From an optimization exercise on the open Yosys and OpenROAD flow, aimed at small area, a short achievable clock period and few clock cycles; shortcuts taken in it are not production practice.
In this exercise RTL edits were held to simulation tests only and were not proved equivalent to the original.
Power figures rest on the tool's default switching activity, not on a simulated workload.

==> flow/design.v <==
package ycc_pkg;
    typedef logic [8-1:0] pixel_t;
    typedef enum logic [1:0] {
        IDLE,
        READ,
        DRAIN
    } seqState_t;
    typedef enum logic [1:0] {
        PLANE_R,
        PLANE_G,
        PLANE_B
    } plane_t;
endpackage
`timescale 1ns/1ps
module ycbcrSequencer (
    input  logic                 clk,
    input  logic                 rst_n,
    input  logic                 enable,
    input  logic                 runDone,
    output logic [11-1:0]   sramRaddr,
    output logic                 rdActive,
    output ycc_pkg::plane_t      rdPlane
);
    localparam logic [11-1:0] lastAddr = 3 * 16 - 1;
    ycc_pkg::seqState_t state;
    always_ff @(posedge clk) begin
        if (!rst_n) begin
            state     <= ycc_pkg::IDLE;
            sramRaddr <= '0;
            rdActive  <= 1'b0;
            rdPlane   <= ycc_pkg::PLANE_R;
        end else begin
            unique case (state)
                ycc_pkg::IDLE: begin
                    if (enable) begin
                        state     <= ycc_pkg::READ;
                        sramRaddr <= '0;
                        rdActive  <= 1'b1;
                        rdPlane   <= ycc_pkg::PLANE_R;
                    end
                end
                ycc_pkg::READ: begin
                    if (sramRaddr == lastAddr) begin
                        state     <= ycc_pkg::DRAIN;
                        sramRaddr <= '0;
                        rdActive  <= 1'b0;
                        rdPlane   <= ycc_pkg::PLANE_R;
                    end else begin
                        sramRaddr <= sramRaddr + 1'b1;
                        unique case (rdPlane)
                            ycc_pkg::PLANE_R: rdPlane <= ycc_pkg::PLANE_G;
                            ycc_pkg::PLANE_G: rdPlane <= ycc_pkg::PLANE_B;
                            default: rdPlane <= ycc_pkg::PLANE_R;
                        endcase
                    end
                end
                ycc_pkg::DRAIN: begin
                    if (runDone) begin
                        state <= ycc_pkg::IDLE;
                    end
                end
                default: begin
                    state <= ycc_pkg::IDLE;
                end
            endcase
        end
    end
endmodule
`timescale 1ns/1ps
module planeAligner (
    input  logic                 clk,
    input  logic                 rst_n,
    input  logic                 rdActive,
    input  ycc_pkg::plane_t      rdPlane,
    input  logic [(8 * 8)-1:0]   dataRead,
    output logic [(8 * 8)-1:0]   rWord,
    output logic [(8 * 8)-1:0]   gWord,
    output logic [(8 * 8)-1:0]   bWord,
    output logic                 tripletValid
);
    logic   activeD;
    ycc_pkg::plane_t planeD;
    logic [(8 * 8)-1:0] rHold;
    logic [(8 * 8)-1:0] gHold;
    always_ff @(posedge clk) begin
        if (!rst_n) begin
            activeD      <= 1'b0;
            planeD       <= ycc_pkg::PLANE_R;
            tripletValid <= 1'b0;
        end else begin
            activeD      <= rdActive;
            planeD       <= rdPlane;
            tripletValid <= activeD && (planeD == ycc_pkg::PLANE_B);
        end
    end
    always_ff @(posedge clk) begin
        if (activeD) begin
            unique case (planeD)
                ycc_pkg::PLANE_R: rHold <= dataRead;
                ycc_pkg::PLANE_G: gHold <= dataRead;
                default: begin
                    rWord <= rHold;
                    gWord <= gHold;
                    bWord <= dataRead;
                end
            endcase
        end
    end
endmodule
`timescale 1ns/1ps
module pixelConverter (
    input  logic              clk,
    input  ycc_pkg::pixel_t   r,
    input  ycc_pkg::pixel_t   g,
    input  ycc_pkg::pixel_t   b,
    output ycc_pkg::pixel_t   y,
    output ycc_pkg::pixel_t   cb,
    output ycc_pkg::pixel_t   cr
);
    logic signed [8:0] rS;
    logic signed [8:0] gS;
    logic signed [8:0] bS;
    logic signed [17:0] yR, yG, yB;
    logic signed [17:0] cbR, cbG, cbB;
    logic signed [17:0] crR, crG, crB;
    logic signed [17:0] ySum;
    logic signed [17:0] cbSum;
    logic signed [17:0] crSum;
    logic signed [17:0] yFull;
    logic signed [17:0] cbFull;
    logic signed [17:0] crFull;
    assign rS = $signed({1'b0, r});
    assign gS = $signed({1'b0, g});
    assign bS = $signed({1'b0, b});
    always_ff @(posedge clk) begin
        yR  <= 18'sd66 * rS;
        yG  <= 18'sd129 * gS;
        yB  <= 18'sd25 * bS;
        cbR <= -18'sd38 * rS;
        cbG <= -18'sd74 * gS;
        cbB <= 18'sd112 * bS;
        crR <= 18'sd112 * rS;
        crG <= -18'sd94 * gS;
        crB <= -18'sd18 * bS;
    end
    always_ff @(posedge clk) begin
        ySum  <= yR + yG + yB + 18'sd128;
        cbSum <= cbR + cbG + cbB + 18'sd128;
        crSum <= crR + crG + crB + 18'sd128;
    end
    assign yFull  = (ySum >>> 8) + 18'sd16;
    assign cbFull = (cbSum >>> 8) + 18'sd128;
    assign crFull = (crSum >>> 8) + 18'sd128;
    always_ff @(posedge clk) begin
        y  <= yFull[8-1:0];
        cb <= cbFull[8-1:0];
        cr <= crFull[8-1:0];
    end
endmodule
`timescale 1ns/1ps
module convArray (
    input  logic                 clk,
    input  logic                 rst_n,
    input  logic                 tripletValid,
    input  logic [(8 * 8)-1:0]   rWord,
    input  logic [(8 * 8)-1:0]   gWord,
    input  logic [(8 * 8)-1:0]   bWord,
    output logic [(8 * 8)-1:0]   yWord,
    output logic [(8 * 8)-1:0]   cbWord,
    output logic [(8 * 8)-1:0]   crWord,
    output logic                 yccValid
);
    logic [3-1:0] validPipe;
    for (genvar i = 0; i < 8; i++) begin : gLane
        pixelConverter uConv (
            .clk (clk),
            .r   (rWord[i*8 +: 8]),
            .g   (gWord[i*8 +: 8]),
            .b   (bWord[i*8 +: 8]),
            .y   (yWord[i*8 +: 8]),
            .cb  (cbWord[i*8 +: 8]),
            .cr  (crWord[i*8 +: 8])
        );
    end
    always_ff @(posedge clk) begin
        if (!rst_n) begin
            validPipe <= '0;
        end else begin
            validPipe <= {validPipe[3-2:0], tripletValid};
        end
    end
    assign yccValid = validPipe[3-1];
endmodule
`timescale 1ns/1ps
module componentSerializer (
    input  logic                 clk,
    input  logic                 rst_n,
    input  logic                 yccValid,
    input  logic [(8 * 8)-1:0]   yWord,
    input  logic [(8 * 8)-1:0]   cbWord,
    input  logic [(8 * 8)-1:0]   crWord,
    output logic [(8 * 8)-1:0]   dataWrite,
    output logic [11-1:0]   sramWaddr,
    output logic                 wen,
    output logic                 valid,
    output logic                 runDone
);
    localparam logic [11-1:0] lastAddr = 3 * 16 - 1;
    ycc_pkg::plane_t phase;
    logic [(8 * 8)-1:0] cbHold;
    logic [(8 * 8)-1:0] crHold;
    always_ff @(posedge clk) begin
        if (!rst_n) begin
            phase     <= ycc_pkg::PLANE_R;
            wen       <= 1'b1;
            sramWaddr <= '0;
            valid     <= 1'b0;
        end else begin
            valid <= 1'b0;
            if (!wen) begin
                if (sramWaddr == lastAddr) begin
                    sramWaddr <= '0;
                    valid     <= 1'b1;
                end else begin
                    sramWaddr <= sramWaddr + 1'b1;
                end
            end
            unique case (phase)
                ycc_pkg::PLANE_G: begin
                    wen   <= 1'b0;
                    phase <= ycc_pkg::PLANE_B;
                end
                ycc_pkg::PLANE_B: begin
                    wen   <= 1'b0;
                    phase <= ycc_pkg::PLANE_R;
                end
                default: begin
                    wen <= !yccValid;
                    if (yccValid) begin
                        phase <= ycc_pkg::PLANE_G;
                    end
                end
            endcase
        end
    end
    always_ff @(posedge clk) begin
        if (yccValid) begin
            cbHold <= cbWord;
            crHold <= crWord;
        end
        unique case (phase)
            ycc_pkg::PLANE_G: dataWrite <= cbHold;
            ycc_pkg::PLANE_B: dataWrite <= crHold;
            default: dataWrite <= yWord;
        endcase
    end
    assign runDone = valid;
endmodule
`timescale 1ns/1ps
module ycbcrBlockTop (
    input  logic                 clk,
    input  logic                 rst_n,
    input  logic                 enable,
    input  logic [(8 * 8)-1:0]   dataRead,
    output logic [11-1:0]   sramRaddr,
    output logic [11-1:0]   sramWaddr,
    output logic [(8 * 8)-1:0]   dataWrite,
    output logic                 wen,
    output logic                 valid
);
    logic   rdActive;
    ycc_pkg::plane_t rdPlane;
    logic [(8 * 8)-1:0] rWord;
    logic [(8 * 8)-1:0] gWord;
    logic [(8 * 8)-1:0] bWord;
    logic               tripletValid;
    logic [(8 * 8)-1:0] yWord;
    logic [(8 * 8)-1:0] cbWord;
    logic [(8 * 8)-1:0] crWord;
    logic               yccValid;
    logic runDone;
    ycbcrSequencer uSeq (
        .clk       (clk),
        .rst_n     (rst_n),
        .enable    (enable),
        .runDone   (runDone),
        .sramRaddr (sramRaddr),
        .rdActive  (rdActive),
        .rdPlane   (rdPlane)
    );
    planeAligner uAlign (
        .clk          (clk),
        .rst_n        (rst_n),
        .rdActive     (rdActive),
        .rdPlane      (rdPlane),
        .dataRead     (dataRead),
        .rWord        (rWord),
        .gWord        (gWord),
        .bWord        (bWord),
        .tripletValid (tripletValid)
    );
    convArray uConv (
        .clk          (clk),
        .rst_n        (rst_n),
        .tripletValid (tripletValid),
        .rWord        (rWord),
        .gWord        (gWord),
        .bWord        (bWord),
        .yWord        (yWord),
        .cbWord       (cbWord),
        .crWord       (crWord),
        .yccValid     (yccValid)
    );
    componentSerializer uSer (
        .clk       (clk),
        .rst_n     (rst_n),
        .yccValid  (yccValid),
        .yWord     (yWord),
        .cbWord    (cbWord),
        .crWord    (crWord),
        .dataWrite (dataWrite),
        .sramWaddr (sramWaddr),
        .wen       (wen),
        .valid     (valid),
        .runDone   (runDone)
    );
endmodule
==> flow/run.sh <==
#!/bin/bash
# synth_recipe.tcl (not shown) runs the flow's synth.tcl, then flattens the netlist and writes it again
# the make line also repeats each setting of config.mk as NAME=value (left out here)
make -C /OpenROAD-flow-scripts/flow DESIGN_CONFIG=/design/flow/config.mk WORK_HOME=/design/flow/orfs CLKGATE_MAP_FILE= SYNTH_SCRIPT=/design/flow/synth_recipe.tcl finish
==> flow/config.mk <==
export PLATFORM = sky130hd
export DESIGN_NAME = ycbcrBlockTop
export DESIGN_NICKNAME = ycbcrBlockTop
export VERILOG_FILES = /design/flow/design.v
export SDC_FILE = /design/flow/constraint.sdc
export NUM_CORES = 4
export LEC_CHECK = 0
export CAP_MARGIN = 20
export CORE_MARGIN = 2
export CORE_UTILIZATION = 40
export SLEW_MARGIN = 20
==> flow/constraint.sdc <==
create_clock -name core_clock -period 5.0 [get_ports {clk}]
set_input_delay 1.0000 -clock core_clock [delete_from_list [all_inputs] [get_ports {clk}]]
set_output_delay 1.0000 -clock core_clock [all_outputs]
set_load 0.01 [all_outputs]
==> results.yml <==
synth:
  syn_inst: 9018
  synth.distinct_cells: 74
  async_reset_ff_share_pct: 0
  synth_warnings: 5
  syn-num-nets: 12000
  synth_ff_type: "dfxtp_1"
  ys_seq_area_share_pct: 38.5
  post-synth-top-area-cell: "dfxtp_1"
  avgSynthCellArea_um2: 11.9
  synth-seq-cells: 1838
  synth_top_area_share_pct: 25.9
  synth_edf_count: 448
  synthTopCellsByArea: "dfxtp_1 (26%), ha_1 (25%), fa_1 (14%)"
  synth_area_mm2: 0.107
clock_network:
  clk_pin_slew_ps: 60
  postCtsSetupBuffers: 0
  cts_buffers: 202
  cts_resized: 0
  cts_buffer_depth: 3
  htreeDepth: 4
  holdBufCountCts: 0
  cts.sinks: 1838
  cts_tree: "yes"
  clk_latency_ps: 840
  root_buffer: "clkbuf_16"
drt:
  drt_wl_total_um: 237000
  drc: 0
  first_pass_iters: 6
  drt_iter0_drc: 2501
  vias: 63200
  drtAntennaViolNets: 0
  wl_per_cell_um: 18.0
  vias_per_cell: 4.81
placement:
  gp_congestion: 0.858
  dpl.hpwl_um: 190000
  io_buffers: 154
grt:
  grt_pass1_wl_um: 375000
  antenna_found_initial: 30
  grt_start_max_net_pins: 113
  grt-busiest-layer: "met2"
  grt_pass1_vias: 67800
  grt_util_met1_pct: 23.4
  gr-usage-met2_pct: 30.0
  grtUsageMet3_pct: 2.49
  grt_overflow: 0
  grt_usage_pct: 17.6
run_status:
  run_status: "finished clean"
timing:
  finalSetupTns_ps: 0
  report.final.slew_viol_count: 0
  finalCriticalPeriod_ps: 4490
  timing.final.crit_share_pct: 89.8
  final_hold_viol_count: 0
  setup_viol: 0
  slew_headroom_pct: 38.8
  finClkSkew_ps: 53.5
  fmax_mhz: 223
  tightest_slew_ps: 908
  rsz0062_at_grt: "false"
power_and_ir_drop:
  switching_share_pct: 24.6
  p_leak_uw: 0.0573
  internal-power_uw: 27200
  ir_drop_uv: 323
  comb_power_share_pct: 9.6
  power_uw: 36100
  p_clk_share_pct: 44.1
  power.switching_uw: 8880
  power_density_mw_per_mm2: 298
  seqPwrFrac_pct: 46.4
floorplan:
  initial_core_util_pct: 40.1
  num_io_pins: 155
  die_area_mm2: 0.273
  row_count: 190
  fp.dieH_um: 522
  coreArea_mm2: 0.267
  die_w_um: 522
min_path:
  hold_path.class: "register to register"
finish:
  syn_to_final_growth_pct: 12.7
  drive_gt1_share_pct: 4.46
  final_core_util_pct: 45.2
  fin_nets: 12400
run:
  cap_violations: 0
worst_setup_path:
  crit_fanout: 9
  crit_type: "register to register"
  end_kind: "register"
  critPathRequiredTime_ps: 5690
  cp_data_arrival_time_ps: 5170
  start_kind: "register"
through the flow:
stage                     instance area, um2  std cells  hold WS (ps)  setup slack, ps
after floorplan                       107000       9018           310              588
after global placement                114000      12800           310              551
after detailed placement              114000      12800           312              524
after CTS                             121000      13100           300              489
after global routing                  121000      13100           310              198
final                                 121000      13100           299              511
layout by cell type (no fill, tap or decap), types with 32 or more instances in the layout:
cell type        synthesis  final
nor2_1                 267    267
a22oi_1                 67     67
o21ai_0                292    292
dfxtp_1               1390   1389
clkdlybuf4s50_1          0    154
a21oi_1                401    401
and3_1                  43     43
xor2_1                 227    227
nand2b_1                43     43
a21o_1                 160    160
clkbuf_16                0    211
ha_1                  2164   2162
inv_1                 1330   1330
nor2b_1                 53     53
clkinv_2                 0     32
xnor2_1                458    458
clkbuf_1                26     33
edfxtp_1               448    448
o21a_1                  57     57
o21bai_1                74     74
nand3_1                 76     76
buf_4                    0     55
nand2_1                242    242
fa_1                   768    768
nor3_1                  67     67
cell type report:
class	instances	area [um2]
sequential	1838	41300
clock buffer	273	5800
timing repair buffer	212	2010
clock inverter	112	1460
multi-input combinational	5818	61000
antenna	2	5.00
tap	3552	4440
fill	24300	146000
inverter	1330	4990
synth_stat cells, drive strengths merged, types with 9 or more instances:
| master | n |
|---|---|
| ha | 2164 |
| dfxtp | 1390 |
| inv | 1330 |
| fa | 768 |
| xnor2 | 458 |
| edfxtp | 448 |
| a21oi | 401 |
| o21ai | 295 |
| nor2 | 267 |
| nand2 | 242 |
| xor2 | 227 |
| a21o | 160 |
| nand3 | 76 |
| o21bai | 74 |
| a22oi | 67 |
| nor3 | 67 |
| o21a | 57 |
| nor2b | 53 |
| and3 | 43 |
| nand2b | 43 |
| a21boi | 27 |
| a31oi | 27 |
| clkbuf | 26 |
| nor4 | 25 |
| nand4 | 23 |
| and2 | 22 |
| or4 | 18 |
| a2111oi | 17 |
| o311ai | 16 |
| nor3b | 15 |
| o31a | 15 |
| a211oi | 12 |
| and4 | 12 |
| or3 | 11 |
| o311a | 10 |
| a211o | 9 |
| mux2i | 9 |
| nand3b | 9 |
| o41ai | 9 |
final timing paths:
kind	from	endpoint	slack (ps)	cells past startpoint
worst max register to register	uAlign.rWord[28]	uConv.gLane[3].uConv.cbR[15]	510	14
worst max-delay path	uAlign.rWord[28]	uConv.gLane[3].uConv.cbR[15]	510	14
worst min register to register	uConv.gLane[4].uConv.crSum[13]	uConv.gLane[4].uConv.cr[5]	300	0
worst min-delay path	uConv.gLane[4].uConv.crSum[13]	uConv.gLane[4].uConv.cr[5]	300	0
state kept, by name, summed over array words and instances (netlist names), 80 cells and up:
register,flops
uConv.gLane.uConv.yG,128
uConv.gLane.uConv.cbR,120
uConv.gLane.uConv.cbG,112
uConv.gLane.uConv.yB,104
uConv.gLane.uConv.crB,96
uConv.gLane.uConv.yR,96
uConv.gLane.uConv.crG,88
uConv.gLane.uConv.cbB,80
uConv.gLane.uConv.crR,80
routing by layer:
layer | share of wire (%) | vias up
met5 | 0.033 | -
met2 | 48 | 776
met3 | 3.4 | 363
met1 | 46 | 30700
li1 | - | 31300
met4 | 2.6 | 12
worst max-delay path: stages, from the launching register on:
cell	delay, ps
edfxtp_1	690
inv_1	100
ha_1	310
inv_1	120
fa_1	450
fa_1	490
ha_1	330
ha_1	300
a21o_1	150
a21oi_1	220
o21bai_1	90
a21oi_1	240
o21ai_0	210
mux2i_1	150
a2111oi_0	460
cells by family (layout without fill, tap and decap cells):
family,Yosys count,count (layout),synth area share [%]
AO/OA/AOI/OAI,1240,1240,7.23
XOR/XNOR,685,685,5.59
adder cells (fa/ha/maj),2932,2932,39.5
buffers and inverters,1362,1927,4.76
flip-flops,1838,1838,38.5
multiplexers,11,11,0.105
other,0,2,0
AND/OR/NAND/NOR,950,950,4.32
power by group through the flow:
| stage | Clock (uW) | Combinational, uW | Sequential (uW) |
|---|---|---|---|
| 2_1_floorplan | 0 | 1770 | 17000 |
| 3_3_place_gp | 0 | 3510 | 17100 |
| 3_5_place_dp | 0 | 3540 | 17100 |
| 4_1_cts | 16400 | 3570 | 16800 |
| 5_1_grt | 17000 | 3870 | 16800 |
| 6_report | 15900 | 3460 | 16700 |
Testbench counts, summed over its fixed seeds: cycles 2,784.

separate check: timing with driven ports:
The results above use ideal ports. As a check the final layout listed here was re-extracted and re-timed, cells and wires unchanged.
Step 1 (the two cells are an assumption about what drives the block):
set clk [get_ports {clk}]
set_driving_cell -lib_cell sky130_fd_sc_hd__clkbuf_16 $clk
set_driving_cell -lib_cell sky130_fd_sc_hd__buf_2 [delete_from_list [all_inputs] $clk]
Step 2 also shifts input and output timing later by t, the mid clock arrival at the registers, as if the neighbouring blocks saw the same clock.
Slacks: no drivers / after step 1 / after step 2; pairs: no drivers / after step 1.
shift t [ns]: 0.908
setup WS [ns]: 0.511 / 0.511 / 0.511
worst slew at a driven data input, ns: 0.13
After both steps this run still meets setup and hold. For this run, drivers alone change the setup slack by 0.000 ns; drivers and shift together by 0.000 ns.
